From an optimization exercise on the open Yosys and OpenROAD flow, aimed at small area and a short achievable clock period; shortcuts taken in it are not production practice.
In this exercise RTL edits were held to simulation tests only and were not proved equivalent to the original.
Power and IR drop assume default switching activity.

==> run a <==
==> flow/design.v <==
module param_register_bank #(
    parameter int unsigned DATA_WIDTH = 32,
    parameter int unsigned NUM_REGS   = 16,
    parameter int unsigned SEL_WIDTH  = 5,
    parameter int unsigned OUT_REG    = 1,
    parameter int unsigned SATURATE   = 0
) (
    input  logic                  clk_i,
    input  logic                  rst_i,
    input  logic [DATA_WIDTH-1:0] data_i,
    input  logic [NUM_REGS-1:0]   reg_sel_i,
    input  logic [2:0]            fun_sel_i,
    input  logic [SEL_WIDTH-1:0]  out_a_sel_i,
    input  logic [SEL_WIDTH-1:0]  out_b_sel_i,
    output logic [DATA_WIDTH-1:0] out_a_o,
    output logic [DATA_WIDTH-1:0] out_b_o,
    output logic [NUM_REGS-1:0]   valid_mask_o,
    output logic                  wrap_pulse_o
);
    localparam logic [DATA_WIDTH-1:0] AllOnes = '1;
    logic [DATA_WIDTH-1:0] regs_q [NUM_REGS];
    logic [DATA_WIDTH-1:0] regs_d [NUM_REGS];
    logic [NUM_REGS-1:0]   wrap_hit;
    logic [NUM_REGS-1:0]   mask_q, mask_d;
    logic                  wrap_q, wrap_d;
    logic [DATA_WIDTH-1:0] rd_a, rd_b;
    always_comb begin
        wrap_hit = '0;
        for (int k = 0; k < NUM_REGS; k++) begin
            regs_d[k] = regs_q[k];
            if (reg_sel_i[NUM_REGS-1-k]) begin
                unique case (fun_sel_i)
                    3'b000: begin
                        if (regs_q[k] == '0) begin
                            wrap_hit[k] = 1'b1;
                            regs_d[k]   = (SATURATE != 0) ? '0 : AllOnes;
                        end else begin
                            regs_d[k] = regs_q[k] - DATA_WIDTH'(1);
                        end
                    end
                    3'b001: begin
                        if (regs_q[k] == AllOnes) begin
                            wrap_hit[k] = 1'b1;
                            regs_d[k]   = (SATURATE != 0) ? AllOnes : '0;
                        end else begin
                            regs_d[k] = regs_q[k] + DATA_WIDTH'(1);
                        end
                    end
                    3'b010: regs_d[k] = data_i;
                    3'b011: regs_d[k] = '0;
                    3'b100: regs_d[k] = DATA_WIDTH'(data_i[7:0]);
                    3'b101: regs_d[k] = DATA_WIDTH'(data_i[15:0]);
                    3'b110: regs_d[k] = {regs_q[k][DATA_WIDTH-9:0], data_i[7:0]};
                    3'b111: regs_d[k] = DATA_WIDTH'($signed(data_i[15:0]));
                endcase
            end
        end
    end
    always_comb begin
        mask_d = mask_q | reg_sel_i;
        wrap_d = |wrap_hit;
    end
    always_ff @(posedge clk_i or posedge rst_i) begin
        if (rst_i) begin
            for (int k = 0; k < NUM_REGS; k++) begin
                regs_q[k] <= '0;
            end
            mask_q <= '0;
            wrap_q <= 1'b0;
        end else begin
            for (int k = 0; k < NUM_REGS; k++) begin
                regs_q[k] <= regs_d[k];
            end
            mask_q <= mask_d;
            wrap_q <= wrap_d;
        end
    end
    always_comb begin
        rd_a = '0;
        rd_b = '0;
        for (int k = 0; k < NUM_REGS; k++) begin
            if (out_a_sel_i == SEL_WIDTH'(k)) begin
                rd_a = (OUT_REG != 0) ? regs_d[k] : regs_q[k];
            end
            if (out_b_sel_i == SEL_WIDTH'(k)) begin
                rd_b = (OUT_REG != 0) ? regs_d[k] : regs_q[k];
            end
        end
    end
    if (OUT_REG != 0) begin : g_out_reg
        logic [DATA_WIDTH-1:0] out_a_q, out_b_q;
        always_ff @(posedge clk_i or posedge rst_i) begin
            if (rst_i) begin
                out_a_q <= '0;
                out_b_q <= '0;
            end else begin
                out_a_q <= rd_a;
                out_b_q <= rd_b;
            end
        end
        assign out_a_o = out_a_q;
        assign out_b_o = out_b_q;
    end else begin : g_out_comb
        assign out_a_o = rd_a;
        assign out_b_o = rd_b;
    end
    assign valid_mask_o = mask_q;
    assign wrap_pulse_o = wrap_q;
endmodule
==> flow/run.sh <==
#!/bin/bash
# synth_recipe.tcl (not shown) runs the flow's synth.tcl, then flattens the netlist and writes it again
# the make line also repeats each setting of config.mk as NAME=value (left out here)
make -C /OpenROAD-flow-scripts/flow DESIGN_CONFIG=/design/flow/config.mk WORK_HOME=/design/flow/orfs CLKGATE_MAP_FILE= SYNTH_SCRIPT=/design/flow/synth_recipe.tcl finish
==> flow/config.mk <==
export PLATFORM = sky130hd
export DESIGN_NAME = param_register_bank
export DESIGN_NICKNAME = param_register_bank
export VERILOG_FILES = /design/flow/design.v
export SDC_FILE = /design/flow/constraint.sdc
export NUM_CORES = 4
export LEC_CHECK = 0
export CAP_MARGIN = 20
export CORE_MARGIN = 2
export CORE_UTILIZATION = 25
export PLACE_DENSITY = 0.45
export SLEW_MARGIN = 20
==> flow/constraint.sdc <==
create_clock -name core_clock -period 6.0 [get_ports {clk_i}]
set_input_delay 1.2000 -clock core_clock [delete_from_list [all_inputs] [get_ports {clk_i}]]
set_output_delay 1.2000 -clock core_clock [all_outputs]
set_load 0.01 [all_outputs]
==> run b: changes against run a <==
==> flow/design.v (replaced) <==
module param_register_bank #(
    parameter int unsigned DATA_WIDTH = 32,
    parameter int unsigned NUM_REGS   = 16,
    parameter int unsigned SEL_WIDTH  = 5,
    parameter int unsigned OUT_REG    = 1,
    parameter int unsigned SATURATE   = 0
) (
    input  logic                  clk_i,
    input  logic                  rst_i,
    input  logic [DATA_WIDTH-1:0] data_i,
    input  logic [NUM_REGS-1:0]   reg_sel_i,
    input  logic [2:0]            fun_sel_i,
    input  logic [SEL_WIDTH-1:0]  out_a_sel_i,
    input  logic [SEL_WIDTH-1:0]  out_b_sel_i,
    output logic [DATA_WIDTH-1:0] out_a_o,
    output logic [DATA_WIDTH-1:0] out_b_o,
    output logic [NUM_REGS-1:0]   valid_mask_o,
    output logic                  wrap_pulse_o
);
    localparam int W = DATA_WIDTH;
    localparam int N = NUM_REGS;
    logic [W-1:0]         regs_q [N];    
    logic [W-1:0]         regs_d [N];
    logic [N-1:0]         mask_q;
    logic                 wrap_q;
    logic [SEL_WIDTH-1:0] sel_a_q, sel_b_q;
    logic op_dec, op_incdec, op_shift;
    assign op_incdec = (fun_sel_i[2:1] == 2'b00);
    assign op_dec    = ~fun_sel_i[0];
    assign op_shift  = (fun_sel_i == 3'b110);
    logic [W-1:0] zval;
    always_comb begin
        unique case (fun_sel_i)
            3'b000: zval = '1;
            3'b001: zval = W'(1);
            3'b010: zval = data_i;
            3'b011: zval = '0;
            3'b100: zval = W'(data_i[7:0]);
            3'b101: zval = W'(data_i[15:0]);
            3'b110: zval = W'(data_i[7:0]);
            3'b111: zval = W'($signed(data_i[15:0]));
        endcase
    end
    logic [N-1:0] wrap_hit;
    always_comb begin
        for (int k = 0; k < N; k++) begin
            logic en, sel_z, sel_s, sel_t;
            logic [W:0] c;    
            en    = reg_sel_i[N-1-k];
            sel_z = en & (~mask_q[N-1-k] | ~(op_incdec | op_shift));
            sel_s = en & mask_q[N-1-k] & op_shift;
            sel_t = en & mask_q[N-1-k] & op_incdec;
            c[0] = 1'b1;
            for (int i = 0; i < W; i++) begin
                c[i+1] = c[i] & (regs_q[k][i] ^ op_dec);
            end
            for (int i = 0; i < W; i++) begin
                if (sel_z || (sel_s && i < 8))
                    regs_d[k][i] = zval[i];
                else if (sel_s)
                    regs_d[k][i] = regs_q[k][(i >= 8) ? i - 8 : 0];
                else
                    regs_d[k][i] = regs_q[k][i] ^ (sel_t & c[i]);
            end
            wrap_hit[k] = en & op_incdec & (mask_q[N-1-k] ? c[W] : op_dec);
        end
    end
    always_ff @(posedge clk_i) begin
        for (int k = 0; k < N; k++) begin
            regs_q[k] <= regs_d[k];
        end
    end
    always_ff @(posedge clk_i or posedge rst_i) begin
        if (rst_i) begin
            mask_q  <= '0;
            wrap_q  <= 1'b0;
            sel_a_q <= '0;
            sel_b_q <= '0;
        end else begin
            mask_q  <= mask_q | reg_sel_i;
            wrap_q  <= |wrap_hit;
            sel_a_q <= out_a_sel_i;
            sel_b_q <= out_b_sel_i;
        end
    end
    always_comb begin
        out_a_o = '0;
        out_b_o = '0;
        for (int k = 0; k < N; k++) begin
            if (sel_a_q == SEL_WIDTH'(k) && mask_q[N-1-k]) out_a_o = out_a_o | regs_q[k];
            if (sel_b_q == SEL_WIDTH'(k) && mask_q[N-1-k]) out_b_o = out_b_o | regs_q[k];
        end
    end
    assign valid_mask_o = mask_q;
    assign wrap_pulse_o = wrap_q;
endmodule
==> run notes <==
|  | run b | run a |
|---|---|---|
| Total met3 wirelength after detailed routing | 29100 µm | 66300 µm |
| Net switching share of the total power | 45.5% | 47.5% |
| Period minus WS final | 5650 ps | 5810 ps |
| Number of antenna cells inserted | 29 | 49 |
| WHS | 639 ps | 464 ps |
| Power, Total | 15.5 mW | 19.6 mW |
| Wire length of the first global-routing pass | 424000 µm | 699000 µm |
| Floorplan die width | 431 µm | 502 µm |
| Post-synthesis area per instance | 7.52 µm² | 7.11 µm² |
| Routed wire length per instance | 39.6 µm | 42.7 µm |
| Kind of critical path | reg -> out | in -> reg |
| Fraction of power consumed by combinational cells | 24.6% | 37.1% |
| Clock network area share | 4.84% | 4.31% |
| Clock share of power | 30.2% | 31.1% |
| Result of the run | no timing/DRC/antenna violations | no timing/DRC/antenna violations |
| GRT Total Usage | 33.2% | 40.2% |
| Setup slack after layout | 348 ps | 193 ps |
| Met1 WL | 129000 µm | 215000 µm |
| Period utilisation layout | 94.2% | 96.8% |
| Global-route track usage on met1 | 41.8% | 53.9% |
| Fin nets | 5689 | 9048 |
| Sequential share of cell area | 21.7% | 19.8% |
| Inverter count | 13 | 280 |
| Leading cell type in the layout, fill and taps excluded | sky130_fd_sc_hd__dfxtp_1 | sky130_fd_sc_hd__buf_4 |
| Insertion delay of the later-clocked pin in the worst-skew pair | 740 ps | 820 ps |
| Fraction of the mapped netlist area in simple logic gates | 24.7% | 29.0% |
| Longest individual stage delay on the worst path | 1140 ps | 900 ps |


==> run C: inputs <==
Another version of the RTL of param_register_bank (not shown whole).
==> module param_register_bank_carry, before the edit <==
module param_register_bank_carry #(
    parameter int W = 32
) (
    input  logic [W-1:0] r_i,
    output logic [W:0]   u_o
);
    always_comb begin
        u_o[0] = 1'b1;
        u_o[1] = 1'b1;
        for (int i = 1; i < W; i++) u_o[i+1] = u_o[i] & ~(r_i[i] ^ r_i[i-1]);
    end
endmodule
==> module param_register_bank_mux8, before the edit <==
module param_register_bank_mux8 #(
    parameter int W = 32
) (
    input  logic [8*W-1:0] d_i,      
    input  logic [7:0]     hit_i,
    output logic [W-1:0]   q_o
);
    always_comb begin
        q_o = '0;
        for (int k = 0; k < 8; k++) q_o = q_o | ({W{hit_i[k]}} & d_i[k*W+:W]);
    end
endmodule
==> module param_register_bank_mux, before the edit <==
module param_register_bank_mux #(
    parameter int W = 32
) (
    input  logic [16*W-1:0] d_i,     
    input  logic [15:0]     hit_i,
    output logic [W-1:0]    q_o
);
    logic [W-1:0] lo, hi;
    param_register_bank_mux8 #(.W(W)) u_lo (.d_i(d_i[0+:8*W]), .hit_i(hit_i[7:0]), .q_o(lo));
    param_register_bank_mux8 #(.W(W)) u_hi (.d_i(d_i[8*W+:8*W]), .hit_i(hit_i[15:8]), .q_o(hi));
    assign q_o = lo | hi;
endmodule
==> module param_register_bank, before the edit <==
module param_register_bank #(
    parameter int unsigned DATA_WIDTH = 32,
    parameter int unsigned NUM_REGS   = 16,
    parameter int unsigned SEL_WIDTH  = 5,
    parameter int unsigned OUT_REG    = 1,
    parameter int unsigned SATURATE   = 0
) (
    input  logic                  clk_i,
    input  logic                  rst_i,
    input  logic [DATA_WIDTH-1:0] data_i,
    input  logic [NUM_REGS-1:0]   reg_sel_i,
    input  logic [2:0]            fun_sel_i,
    input  logic [SEL_WIDTH-1:0]  out_a_sel_i,
    input  logic [SEL_WIDTH-1:0]  out_b_sel_i,
    output logic [DATA_WIDTH-1:0] out_a_o,
    output logic [DATA_WIDTH-1:0] out_b_o,
    output logic [NUM_REGS-1:0]   valid_mask_o,
    output logic                  wrap_pulse_o
);
    localparam int W = DATA_WIDTH;
    localparam int N = NUM_REGS;
    logic [W-1:0]   regs_q [N];    
    logic [N*W-1:0] regs_flat;     
    logic [N-1:0]   mask_q;        
    logic [N-1:0]   valid;         
    logic [N-1:0]   en;            
    logic [N-1:0]   wrap_hit;
    logic           wrap_q;
    logic op_dec, op_incdec, op_shift;
    assign op_incdec = (fun_sel_i[2:1] == 2'b00);
    assign op_dec    = ~fun_sel_i[0];
    assign op_shift  = (fun_sel_i == 3'b110);
    logic [W-1:0] zval;
    always_comb begin
        unique case (fun_sel_i)
            3'b000: zval = '1;
            3'b001: zval = W'(1);
            3'b010: zval = data_i;
            3'b011: zval = '0;
            3'b100: zval = W'(data_i[7:0]);
            3'b101: zval = W'(data_i[15:0]);
            3'b110: zval = W'(data_i[7:0]);
            3'b111: zval = W'($signed(data_i[15:0]));
        endcase
    end
    for (genvar k = 0; k < N; k++) begin : g_reg
        logic         sel_z, sel_s, sel_f, sel_b, wrap0;
        logic [W:0]   u;
        logic [W-1:0] d;
        assign valid[k] = mask_q[N-1-k];
        assign en[k]    = reg_sel_i[N-1-k];
        assign regs_flat[k*W+:W] = regs_q[k];
        param_register_bank_ctl u_ctl (
            .valid_i(valid[k]), .en_i(en[k]), .incdec_i(op_incdec), .dec_i(op_dec),
            .shift_i(op_shift), .r0_i(regs_q[k][0]), .sel_z_o(sel_z), .sel_s_o(sel_s),
            .sel_f_o(sel_f), .sel_b_o(sel_b), .wrap0_o(wrap0)
        );
        param_register_bank_carry #(.W(W)) u_carry (.r_i(regs_q[k]), .u_o(u));
        param_register_bank_bits #(.W(W)) u_bits (
            .r_i(regs_q[k]), .u_i(u[W-1:0]), .sel_z_i(sel_z), .sel_s_i(sel_s),
            .sel_f_i(sel_f), .sel_b_i(sel_b), .zval_i(zval), .d_o(d)
        );
        assign wrap_hit[k] = (sel_f & u[W]) | wrap0;
        always_ff @(posedge clk_i) regs_q[k] <= d;
    end
    logic [N-1:0] hit_a, hit_b, rd_a_q, rd_b_q;
    param_register_bank_hit #(.N(N), .S(SEL_WIDTH)) u_hit_a (.sel_i(out_a_sel_i), .hit_o(hit_a));
    param_register_bank_hit #(.N(N), .S(SEL_WIDTH)) u_hit_b (.sel_i(out_b_sel_i), .hit_o(hit_b));
    always_ff @(posedge clk_i or posedge rst_i) begin
        if (rst_i) begin
            mask_q <= '0;
            wrap_q <= 1'b0;
            rd_a_q <= '0;
            rd_b_q <= '0;
        end else begin
            mask_q <= mask_q | reg_sel_i;
            wrap_q <= |wrap_hit;
            rd_a_q <= hit_a & (valid | en);
            rd_b_q <= hit_b & (valid | en);
        end
    end
    param_register_bank_mux #(.W(W)) u_mux_a (.d_i(regs_flat), .hit_i(rd_a_q), .q_o(out_a_o));
    param_register_bank_mux #(.W(W)) u_mux_b (.d_i(regs_flat), .hit_i(rd_b_q), .q_o(out_b_o));
    assign valid_mask_o = mask_q;
    assign wrap_pulse_o = wrap_q;
endmodule
Settings: LEC_CHECK=0, CAP_MARGIN=20, CORE_MARGIN=2, CORE_UTILIZATION=45, CTS_CLUSTER_DIAMETER=60, CTS_CLUSTER_SIZE=30, PLACE_DENSITY=0.6, SETUP_SLACK_MARGIN=3.0, SLEW_MARGIN=20, SYNTH_HIERARCHICAL=1, TNS_END_PERCENT=5; clock period 6.0 ns.
standard.sh (not shown) runs the stock make flow with config.mk's settings and CLKGATE_MAP_FILE= SYNTH_SCRIPT=/design/flow/synth_recipe.tcl, a recipe that flattens the netlist after the stock synthesis.
==> flow/flow/run.sh <==
#!/bin/bash
# Layout flow: the standard ORFS flow (standard.sh) in two calls with extra don't-use cells.
# - Synthesis also avoids the logic cells above drive strength 1 (dont_use_synth.txt), so
#   that the netlist starts small and the repair steps upsize only what timing needs.
# - Port buffers are buf_4 rather than the smallest buffer.
# - Every step avoids the slow wide OR/NOR and delay cells; dont_use.txt lists the
#   platform's own don't-use cells followed by the added ones.
# make's full output goes to flow_synth.log and flow_make.log; each ORFS step keeps its own
# log under orfs/logs/.
set -euo pipefail
here="$(cd "$(dirname "${BASH_SOURCE[0]}")" && pwd)"
dont_use="$(tr '\n' ' ' < "$here/dont_use.txt")"
dont_use_synth="$dont_use $(tr '\n' ' ' < "$here/dont_use_synth.txt")"
bash standard.sh "DONT_USE_CELLS=$dont_use_synth" synth > flow_synth.log 2>&1
bash standard.sh "DONT_USE_CELLS=$dont_use" "BUFFER_PORTS_ARGS=-buffer_cell sky130_fd_sc_hd__buf_4" finish > flow_make.log 2>&1
Other scripts of this flow, unchanged in this note and not shown: flow/flow/dont_use.txt, flow/flow/dont_use_synth.txt
==> inputs of run X, as changes to run C <==
--- a/flow/design.v
+++ b/flow/design.v
@@ -19,16 +19,47 @@
     assign sel_b_o = idv & ~(r0_i ^ dec_i);
     assign wrap0_o = en_i & ~valid_i & incdec_i & dec_i;
 endmodule
+module param_register_bank_and2 (
+    input  logic a_i,
+    input  logic b_i,
+    output logic y_o
+);
+    assign y_o = a_i & b_i;
+endmodule
+module param_register_bank_xnor2 (
+    input  logic a_i,
+    input  logic b_i,
+    output logic y_o
+);
+    assign y_o = ~(a_i ^ b_i);
+endmodule
 module param_register_bank_carry #(
     parameter int W = 32
 ) (
     input  logic [W-1:0] r_i,
     output logic [W:0]   u_o
 );
-    always_comb begin
-        u_o[0] = 1'b1;
-        u_o[1] = 1'b1;
-        for (int i = 1; i < W; i++) u_o[i+1] = u_o[i] & ~(r_i[i] ^ r_i[i-1]);
+    localparam int M = W - 1;         
+    localparam int L = (M > 16) ? 5 : (M > 8) ? 4 : (M > 4) ? 3 : (M > 2) ? 2 : 1;   
+    logic [M-1:0] p [L+1];            
+    for (genvar j = 0; j < M; j++) begin : g_e
+        param_register_bank_xnor2 u_x (.a_i(r_i[j+1]), .b_i(r_i[j]), .y_o(p[0][j]));
+    end
+    for (genvar l = 0; l < L; l++) begin : g_lvl
+        for (genvar j = 0; j < M; j++) begin : g_node
+            if (((j >> l) & 1) == 1) begin : g_and
+                param_register_bank_and2 u_a (
+                    .a_i(p[l][j]), .b_i(p[l][((j >> l) << l) - 1]), .y_o(p[l+1][j])
+                );
+            end else begin : g_pass
+                assign p[l+1][j] = p[l][j];
+            end
+        end
+    end
+    assign u_o[0] = 1'b1;
+    assign u_o[1] = 1'b1;
+    for (genvar i = 2; i <= W; i++) begin : g_u
+        assign u_o[i] = p[L][i-2];
     end
 endmodule
 module param_register_bank_bits #(
@@ -67,17 +98,34 @@
         for (int k = 0; k < N; k++) hit_o[k] = (sel_i == S'(k));
     end
 endmodule
-module param_register_bank_mux8 #(
-    parameter int W = 32
-) (
-    input  logic [8*W-1:0] d_i,      
-    input  logic [7:0]     hit_i,
-    output logic [W-1:0]   q_o
-);
-    always_comb begin
-        q_o = '0;
-        for (int k = 0; k < 8; k++) q_o = q_o | ({W{hit_i[k]}} & d_i[k*W+:W]);
-    end
+module param_register_bank_aoi22 #(
+    parameter int W = 32
+) (
+    input  logic [W-1:0] a0_i,
+    input  logic [W-1:0] b0_i,
+    input  logic [W-1:0] a1_i,
+    input  logic [W-1:0] b1_i,
+    output logic [W-1:0] y_o
+);
+    assign y_o = ~((a0_i & b0_i) | (a1_i & b1_i));
+endmodule
+module param_register_bank_nand2 #(
+    parameter int W = 32
+) (
+    input  logic [W-1:0] a_i,
+    input  logic [W-1:0] b_i,
+    output logic [W-1:0] y_o
+);
+    assign y_o = ~(a_i & b_i);
+endmodule
+module param_register_bank_nor2 #(
+    parameter int W = 32
+) (
+    input  logic [W-1:0] a_i,
+    input  logic [W-1:0] b_i,
+    output logic [W-1:0] y_o
+);
+    assign y_o = ~(a_i | b_i);
 endmodule
 module param_register_bank_mux #(
     parameter int W = 32
@@ -86,10 +134,35 @@
     input  logic [15:0]     hit_i,
     output logic [W-1:0]    q_o
 );
-    logic [W-1:0] lo, hi;
-    param_register_bank_mux8 #(.W(W)) u_lo (.d_i(d_i[0+:8*W]), .hit_i(hit_i[7:0]), .q_o(lo));
-    param_register_bank_mux8 #(.W(W)) u_hi (.d_i(d_i[8*W+:8*W]), .hit_i(hit_i[15:8]), .q_o(hi));
-    assign q_o = lo | hi;
+    logic [W-1:0] t [8];    
+    logic [W-1:0] s [4];    
+    logic [W-1:0] v [2];    
+    for (genvar j = 0; j < 8; j++) begin : g_t
+        param_register_bank_aoi22 #(.W(W)) u_aoi (
+            .a0_i({W{hit_i[2*j]}}), .b0_i(d_i[2*j*W+:W]),
+            .a1_i({W{hit_i[2*j+1]}}), .b1_i(d_i[(2*j+1)*W+:W]), .y_o(t[j])
+        );
+    end
+    for (genvar m = 0; m < 4; m++) begin : g_s
+        param_register_bank_nand2 #(.W(W)) u_nand (.a_i(t[2*m]), .b_i(t[2*m+1]), .y_o(s[m]));
+    end
+    for (genvar n = 0; n < 2; n++) begin : g_v
+        param_register_bank_nor2 #(.W(W)) u_nor (.a_i(s[2*n]), .b_i(s[2*n+1]), .y_o(v[n]));
+    end
+    param_register_bank_nand2 #(.W(W)) u_out (.a_i(v[0]), .b_i(v[1]), .y_o(q_o));
+endmodule
+module param_register_bank_selreg #(
+    parameter int N = 16
+) (
+    input  logic         clk_i,
+    input  logic         rst_i,
+    input  logic [N-1:0] d_i,
+    output logic [N-1:0] q_o
+);
+    always_ff @(posedge clk_i or posedge rst_i) begin
+        if (rst_i) q_o <= '0;
+        else       q_o <= d_i;
+    end
 endmodule
 module param_register_bank #(
     parameter int unsigned DATA_WIDTH = 32,
@@ -156,24 +229,32 @@
         assign wrap_hit[k] = (sel_f & u[W]) | wrap0;
         always_ff @(posedge clk_i) regs_q[k] <= d;
     end
-    logic [N-1:0] hit_a, hit_b, rd_a_q, rd_b_q;
+    localparam int Q = W / 4;
+    logic [N-1:0] hit_a, hit_b, rd_a_d, rd_b_d;
     param_register_bank_hit #(.N(N), .S(SEL_WIDTH)) u_hit_a (.sel_i(out_a_sel_i), .hit_o(hit_a));
     param_register_bank_hit #(.N(N), .S(SEL_WIDTH)) u_hit_b (.sel_i(out_b_sel_i), .hit_o(hit_b));
+    assign rd_a_d = hit_a & (valid | en);
+    assign rd_b_d = hit_b & (valid | en);
+    for (genvar q = 0; q < 4; q++) begin : g_quarter
+        logic [N*Q-1:0] d;    
+        logic [N-1:0]   rd_a, rd_b;
+        for (genvar k = 0; k < N; k++) begin : g_d
+            assign d[k*Q+:Q] = regs_q[k][q*Q+:Q];
+        end
+        param_register_bank_selreg #(.N(N)) u_sel_a (.clk_i, .rst_i, .d_i(rd_a_d), .q_o(rd_a));
+        param_register_bank_selreg #(.N(N)) u_sel_b (.clk_i, .rst_i, .d_i(rd_b_d), .q_o(rd_b));
+        param_register_bank_mux #(.W(Q)) u_mux_a (.d_i(d), .hit_i(rd_a), .q_o(out_a_o[q*Q+:Q]));
+        param_register_bank_mux #(.W(Q)) u_mux_b (.d_i(d), .hit_i(rd_b), .q_o(out_b_o[q*Q+:Q]));
+    end
     always_ff @(posedge clk_i or posedge rst_i) begin
         if (rst_i) begin
             mask_q <= '0;
             wrap_q <= 1'b0;
-            rd_a_q <= '0;
-            rd_b_q <= '0;
         end else begin
             mask_q <= mask_q | reg_sel_i;
             wrap_q <= |wrap_hit;
-            rd_a_q <= hit_a & (valid | en);
-            rd_b_q <= hit_b & (valid | en);
-        end
-    end
-    param_register_bank_mux #(.W(W)) u_mux_a (.d_i(regs_flat), .hit_i(rd_a_q), .q_o(out_a_o));
-    param_register_bank_mux #(.W(W)) u_mux_b (.d_i(regs_flat), .hit_i(rd_b_q), .q_o(out_b_o));
+        end
+    end
     assign valid_mask_o = mask_q;
     assign wrap_pulse_o = wrap_q;
 endmodule
- CORE_UTILIZATION: 45 -> 55
- CTS_CLUSTER_DIAMETER: 60 -> default
- CTS_CLUSTER_SIZE: 30 -> default
- PLACE_DENSITY: 0.6 -> 0.7
==> inputs of run Z, as changes to run C <==
--- a/flow/design.v
+++ b/flow/design.v
@@ -67,17 +67,34 @@
         for (int k = 0; k < N; k++) hit_o[k] = (sel_i == S'(k));
     end
 endmodule
-module param_register_bank_mux8 #(
-    parameter int W = 32
-) (
-    input  logic [8*W-1:0] d_i,      
-    input  logic [7:0]     hit_i,
-    output logic [W-1:0]   q_o
-);
-    always_comb begin
-        q_o = '0;
-        for (int k = 0; k < 8; k++) q_o = q_o | ({W{hit_i[k]}} & d_i[k*W+:W]);
-    end
+module param_register_bank_aoi22 #(
+    parameter int W = 32
+) (
+    input  logic [W-1:0] a0_i,
+    input  logic [W-1:0] b0_i,
+    input  logic [W-1:0] a1_i,
+    input  logic [W-1:0] b1_i,
+    output logic [W-1:0] y_o
+);
+    assign y_o = ~((a0_i & b0_i) | (a1_i & b1_i));
+endmodule
+module param_register_bank_nand2 #(
+    parameter int W = 32
+) (
+    input  logic [W-1:0] a_i,
+    input  logic [W-1:0] b_i,
+    output logic [W-1:0] y_o
+);
+    assign y_o = ~(a_i & b_i);
+endmodule
+module param_register_bank_nor2 #(
+    parameter int W = 32
+) (
+    input  logic [W-1:0] a_i,
+    input  logic [W-1:0] b_i,
+    output logic [W-1:0] y_o
+);
+    assign y_o = ~(a_i | b_i);
 endmodule
 module param_register_bank_mux #(
     parameter int W = 32
@@ -86,10 +103,35 @@
     input  logic [15:0]     hit_i,
     output logic [W-1:0]    q_o
 );
-    logic [W-1:0] lo, hi;
-    param_register_bank_mux8 #(.W(W)) u_lo (.d_i(d_i[0+:8*W]), .hit_i(hit_i[7:0]), .q_o(lo));
-    param_register_bank_mux8 #(.W(W)) u_hi (.d_i(d_i[8*W+:8*W]), .hit_i(hit_i[15:8]), .q_o(hi));
-    assign q_o = lo | hi;
+    logic [W-1:0] t [8];    
+    logic [W-1:0] s [4];    
+    logic [W-1:0] v [2];    
+    for (genvar j = 0; j < 8; j++) begin : g_t
+        param_register_bank_aoi22 #(.W(W)) u_aoi (
+            .a0_i({W{hit_i[2*j]}}), .b0_i(d_i[2*j*W+:W]),
+            .a1_i({W{hit_i[2*j+1]}}), .b1_i(d_i[(2*j+1)*W+:W]), .y_o(t[j])
+        );
+    end
+    for (genvar m = 0; m < 4; m++) begin : g_s
+        param_register_bank_nand2 #(.W(W)) u_nand (.a_i(t[2*m]), .b_i(t[2*m+1]), .y_o(s[m]));
+    end
+    for (genvar n = 0; n < 2; n++) begin : g_v
+        param_register_bank_nor2 #(.W(W)) u_nor (.a_i(s[2*n]), .b_i(s[2*n+1]), .y_o(v[n]));
+    end
+    param_register_bank_nand2 #(.W(W)) u_out (.a_i(v[0]), .b_i(v[1]), .y_o(q_o));
+endmodule
+module param_register_bank_selreg #(
+    parameter int N = 16
+) (
+    input  logic         clk_i,
+    input  logic         rst_i,
+    input  logic [N-1:0] d_i,
+    output logic [N-1:0] q_o
+);
+    always_ff @(posedge clk_i or posedge rst_i) begin
+        if (rst_i) q_o <= '0;
+        else       q_o <= d_i;
+    end
 endmodule
 module param_register_bank #(
     parameter int unsigned DATA_WIDTH = 32,
@@ -156,24 +198,31 @@
         assign wrap_hit[k] = (sel_f & u[W]) | wrap0;
         always_ff @(posedge clk_i) regs_q[k] <= d;
     end
-    logic [N-1:0] hit_a, hit_b, rd_a_q, rd_b_q;
+    logic [N-1:0] hit_a, hit_b, rd_a_d, rd_b_d, rd_a_lo, rd_a_hi, rd_b_lo, rd_b_hi;
+    logic [W-1:0] out_a_lo, out_a_hi, out_b_lo, out_b_hi;
     param_register_bank_hit #(.N(N), .S(SEL_WIDTH)) u_hit_a (.sel_i(out_a_sel_i), .hit_o(hit_a));
     param_register_bank_hit #(.N(N), .S(SEL_WIDTH)) u_hit_b (.sel_i(out_b_sel_i), .hit_o(hit_b));
+    assign rd_a_d = hit_a & (valid | en);
+    assign rd_b_d = hit_b & (valid | en);
+    param_register_bank_selreg #(.N(N)) u_sel_a_lo (.clk_i, .rst_i, .d_i(rd_a_d), .q_o(rd_a_lo));
+    param_register_bank_selreg #(.N(N)) u_sel_a_hi (.clk_i, .rst_i, .d_i(rd_a_d), .q_o(rd_a_hi));
+    param_register_bank_selreg #(.N(N)) u_sel_b_lo (.clk_i, .rst_i, .d_i(rd_b_d), .q_o(rd_b_lo));
+    param_register_bank_selreg #(.N(N)) u_sel_b_hi (.clk_i, .rst_i, .d_i(rd_b_d), .q_o(rd_b_hi));
     always_ff @(posedge clk_i or posedge rst_i) begin
         if (rst_i) begin
             mask_q <= '0;
             wrap_q <= 1'b0;
-            rd_a_q <= '0;
-            rd_b_q <= '0;
         end else begin
             mask_q <= mask_q | reg_sel_i;
             wrap_q <= |wrap_hit;
-            rd_a_q <= hit_a & (valid | en);
-            rd_b_q <= hit_b & (valid | en);
         end
     end
-    param_register_bank_mux #(.W(W)) u_mux_a (.d_i(regs_flat), .hit_i(rd_a_q), .q_o(out_a_o));
-    param_register_bank_mux #(.W(W)) u_mux_b (.d_i(regs_flat), .hit_i(rd_b_q), .q_o(out_b_o));
+    param_register_bank_mux #(.W(W)) u_mux_a_lo (.d_i(regs_flat), .hit_i(rd_a_lo), .q_o(out_a_lo));
+    param_register_bank_mux #(.W(W)) u_mux_a_hi (.d_i(regs_flat), .hit_i(rd_a_hi), .q_o(out_a_hi));
+    param_register_bank_mux #(.W(W)) u_mux_b_lo (.d_i(regs_flat), .hit_i(rd_b_lo), .q_o(out_b_lo));
+    param_register_bank_mux #(.W(W)) u_mux_b_hi (.d_i(regs_flat), .hit_i(rd_b_hi), .q_o(out_b_hi));
+    assign out_a_o = {out_a_hi[W-1:W/2], out_a_lo[W/2-1:0]};
+    assign out_b_o = {out_b_hi[W-1:W/2], out_b_lo[W/2-1:0]};
     assign valid_mask_o = mask_q;
     assign wrap_pulse_o = wrap_q;
 endmodule
- CORE_UTILIZATION: 45 -> 65
- CTS_CLUSTER_DIAMETER: 60 -> default
- CTS_CLUSTER_SIZE: 30 -> default
- PLACE_DENSITY: 0.6 -> 0.8
==> comparison table <==
Outcome: run X complete, no violations; run C complete, no violations; run Z complete, no violations
Peak supply drop: run X 0.0002013 V; run C 0.0001916 V; run Z 0.0002447 V
Leakage power total: run X 20.15 nW; run C 17.66 nW; run Z 19.13 nW
Final worst-path cycle share: run X 54.72%; run C 61.91%; run Z 58.84%
Sequential Power Share: run X 42.3%; run C 44.2%; run Z 44.1%
Cell at the slowest stage of the critical path: run X sky130_fd_sc_hd__dfrtp_2; run C sky130_fd_sc_hd__dfrtp_4; run Z sky130_fd_sc_hd__dfrtp_4
Data arrival time of the worst path: run X 2.08 ns; run C 2.51 ns; run Z 2.33 ns
Clk sink count: run X 657; run C 561; run Z 593
Setup repair bufs after CTS: run X 16; run C 68; run Z 15
Mean instance size in the synthesized netlist: run X 7.920 um2; run C 7.513 um2; run Z 7.365 um2
Starting density of the core: run X 55.55%; run C 45.19%; run Z 65.66%
Capture endpoint of the worst hold path: run X regs_q[15][9]; run C regs_q[4][9]; run Z regs_q[10][30]
Per-cell via count in the routed design: run X 6.321; run C 6.645; run Z 7.136
Routed wire length on met3: run X 29070 um; run C 28500 um; run Z 35780 um
CP Launch Point: run X g_quarter[2].u_sel_b.q_o[0]; run C rd_a_q[14]; run Z u_sel_a_hi.q_o[6]
Share of total power in the clock network: run X 29.6%; run C 30.5%; run Z 30.4%
Final Instance Count excl. Fillers: run X 7347; run C 7252; run Z 7037
Largest fanout of any net on the critical path: run X 8; run C 10; run Z 7
Length in cells of the worst reg-to-reg path: run X 9; run C 8; run Z 8
Cell repeated most along the worst path: run X sky130_fd_sc_hd__nand2_1; run C sky130_fd_sc_hd__buf_4; run Z -
Number of instances in the placed design: run X 7143; run C 6992; run Z 6816
Area taken by flip-flops and latches: run X 13950 um2; run C 11570 um2; run Z 12370 um2

[port drivers added, routing unchanged]
The flow's constraints put no driver on any port. The routed layouts listed below were extracted and timed again, unchanged, in two steps.
Step 1 sets driving cells, clkbuf_16 on the clock port and buf_2 on the other inputs (assumed; they add their load-dependent delay and slew).
Step 2 adds t to the input delays and takes it off the output delays; t is the mean of the earliest and latest rising clock arrival at the registers after step 1. Input paths then give back, and output paths get back, about the clock's delay inside the block.
Slacks: ideal ports / drivers / drivers and shift; pairs: ideal ports / drivers.
run | t, ns | setup slack, ns | latest minus earliest clock arrival (ns) | pins driven straight from the clock port
run a | 0.885 | 0.193 / 0.264 / -0.621 | 0.052 / 0.052 | 1
run b | 0.800 | 0.348 / 0.266 / 0.986 | 0.041 / 0.041 | 1
run C | 0.716 | 2.285 / 2.213 / 1.849 | 0.035 / 0.036 | 1
run X | 0.689 | 2.717 / 2.652 / 2.217 | 0.035 / 0.034 | 1
run Z | 0.698 | 2.469 / 2.397 / 1.857 | 0.028 / 0.028 | 1
Met with ideal ports but missed after step 2: setup timing in run a. The setup slack of run a, which loses most, moves by +0.071 ns with the drivers and by -0.814 ns with both steps.
